Source: an optimization exercise on an open RTL-to-GDS flow (aim: small area, a short achievable clock period and few clock cycles per item). Production flows keep margins and buffers that such runs may drop. Only simulation tests tie the RTL to the original design; equivalence was not proved.

== run 1 ==
## dmme_top
module dmme_top (
    input  logic  clk_in,
    input  logic  rst,
    input  logic  req,
    output logic  ack,
    input  dmme_data_pkg::elem_t a00,
    input  dmme_data_pkg::elem_t a01,
    input  dmme_data_pkg::elem_t a10,
    input  dmme_data_pkg::elem_t a11,
    input  dmme_data_pkg::elem_t b00,
    input  dmme_data_pkg::elem_t b01,
    input  dmme_data_pkg::elem_t b10,
    input  dmme_data_pkg::elem_t b11,
    output dmme_data_pkg::acc_t  c00,
    output dmme_data_pkg::acc_t  c01,
    output dmme_data_pkg::acc_t  c10,
    output dmme_data_pkg::acc_t  c11
);
Size: about 1,500 cells after synthesis, about 110 flip-flops, ~0.015 mm2 of cells after synthesis.
export LEC_CHECK = 0
export CAP_MARGIN = 20
export CORE_MARGIN = 2
export CORE_UTILIZATION = 60
export PLACE_DENSITY = 0.75
export SETUP_SLACK_MARGIN = 2.6
export SLEW_MARGIN = 20
export SYNTH_HIERARCHICAL = 1
export SYNTH_MINIMUM_KEEP_SIZE = 0
create_clock -name core_clock -period 7.0 [get_ports {clk_in}]
standard.sh (not shown) runs the stock make flow with config.mk's settings and CLKGATE_MAP_FILE= SYNTH_SCRIPT=/design/flow/synth_recipe.tcl, a recipe that flattens the netlist after the stock synthesis.
==> flow/flow/run.sh <==
#!/bin/bash
# The standard layout (standard.sh), with two changes to how it is made:
#  - the resizer may swap a cell for one of another footprint
#    (MATCH_CELL_FOOTPRINT=0; the platform default keeps same-footprint swaps)
#  - the ports are buffered with plain buffers (buf_2) instead of the delay
#    cells buffer_ports picks by default
# If the routed layout then has an antenna violation, the layout is made
# again with the default port buffers.
set -u
try() {
  local tag=$1; shift
  rm -rf orfs out/final.def
  bash standard.sh "$@" finish > "standard_$tag.log" 2>&1
  [ -f out/final.def ] || return 1
  printf 'read_db orfs/results/sky130hd/dmme_top/base/6_final.odb\ncheck_antennas\n' > "ant_$tag.tcl"
  openroad -no_init -exit "ant_$tag.tcl" > "ant_$tag.log" 2>&1
  ! grep -q "Found [1-9][0-9]* net violations" "ant_$tag.log"
}
try buf MATCH_CELL_FOOTPRINT=0 "BUFFER_PORTS_ARGS=-buffer_cell sky130_fd_sc_hd__buf_2" ||
  try std MATCH_CELL_FOOTPRINT=0
Run 1 reached the end of the flow, and the finished layout is clean on the timing, design-rule and antenna checks.
Testbench counts of run 1, summed over its fixed seeds: cycles 3,200, jobs 1,600.
Setup changes, run 1 to run 2
- SETUP_SLACK_MARGIN changed from 2.6 to 2.8
- TNS_END_PERCENT newly set to 0
--- outcome ---
No stage failed in run 1, and the final checks on the layout all came back clean. Run 2 completed end to end with timing, DRC and antenna clean. Run 2 and run 1 ended up with nearly the same design area. Portion of the clock cycle consumed by the worst path in the final layout was higher in run 1 than in run 2. Setup slack in run 2 is larger than in run 1. Diff run 1..run 2 | count of non-CTS buffers in the layout | unchanged.

---

Another version of the RTL of dmme_top (not shown whole).
For scale: about 1,500 cells after synthesis, ~130 flip-flops, ~140 I/O pins, roughly 17,000 sq um of cells after synthesis.
## dmme_top
module dmme_top (
    input  logic  clk_in,
    input  logic  rst,
    input  logic  req,
    output logic  ack,
    input  dmme_data_pkg::elem_t a00,
    input  dmme_data_pkg::elem_t a01,
    input  dmme_data_pkg::elem_t a10,
    input  dmme_data_pkg::elem_t a11,
    input  dmme_data_pkg::elem_t b00,
    input  dmme_data_pkg::elem_t b01,
    input  dmme_data_pkg::elem_t b10,
    input  dmme_data_pkg::elem_t b11,
    output dmme_data_pkg::acc_t  c00,
    output dmme_data_pkg::acc_t  c01,
    output dmme_data_pkg::acc_t  c10,
    output dmme_data_pkg::acc_t  c11
);
export LEC_CHECK = 0
export CAP_MARGIN = 20
export CORE_MARGIN = 2
export CORE_UTILIZATION = 40
export PLACE_DENSITY = 0.6
export SETUP_SLACK_MARGIN = 3.5
export SLEW_MARGIN = 20
export SYNTH_HIERARCHICAL = 1
export SYNTH_MINIMUM_KEEP_SIZE = 0
create_clock -name core_clock -period 7.0 [get_ports {clk_in}]
run.sh (not shown) runs the stock make flow with config.mk's settings and CLKGATE_MAP_FILE= SYNTH_SCRIPT=/design/flow/synth_recipe.tcl, a recipe that flattens the netlist after the stock synthesis.
Stock flow here: none of the scripts above is used.
The baseline completed with no timing, DRC or antenna violations.
Testbench counts at the start, summed over its fixed seeds: cycles 3,200, jobs 1,600.
Change:
--- a/flow/config.mk
+++ b/flow/config.mk
@@ -11,3 +11,3 @@
 export PLACE_DENSITY = 0.6
-export SETUP_SLACK_MARGIN = 3.5
+export SETUP_SLACK_MARGIN = 2.5
 export SLEW_MARGIN = 20
What happened: The changed run finished with timing, DRC and antenna clean; die area does not change; wire length increases by about 0.35%; worst setup slack loses 78 ps; final area decreases by 12%.
Change:
--- a/flow/config.mk
+++ b/flow/config.mk
@@ -11,3 +11,2 @@
 export PLACE_DENSITY = 0.6
-export SETUP_SLACK_MARGIN = 2.5
 export SLEW_MARGIN = 20
Result: Sequential share of layout area is about the same. Via count decreases by 0.62%. Routed wire length shrinks by 1.9%. Area after synthesis is unchanged. Die area does not change. Worst hold slack stays flat. Sequential cell count is unchanged.

what the ideal ports hide:
The flow's constraints put no driver on any port. The routed layouts listed below were extracted and timed again, unchanged, in two steps.
Step 1 sets driving cells, clkbuf_16 on the clock port and buf_2 on the other inputs (assumed; they add their load-dependent delay and slew).
Step 2 also shifts input and output timing later by t, the mid clock arrival at the registers, as if the neighbouring blocks saw the same clock.
a / b / c = ideal / step 1 / step 2; a / b = the first two.
run	shift t [ns]	slack for setup (ns)	worst register clock-pin slew, ns	worst data-port slew with drivers (ns)
run 1	0.405	2.654 / 2.675 / 2.270	0.08 / 0.08	0.07
run 2	0.409	2.766 / 2.769 / 2.360	0.08 / 0.08	0.09
the first run of note 2	0.497	2.631 / 2.578 / 2.391	0.07 / 0.07	0.16
the second run of note 2	0.493	2.553 / 2.523 / 2.090	0.07 / 0.07	0.06
the third run of note 2	0.494	1.985 / 1.931 / 1.540	0.07 / 0.07	0.07
After both steps setup and hold are still met in every run listed. The setup slack of the second run of note 2, which loses most, moves by -0.030 ns with the drivers and by -0.463 ns with both steps.
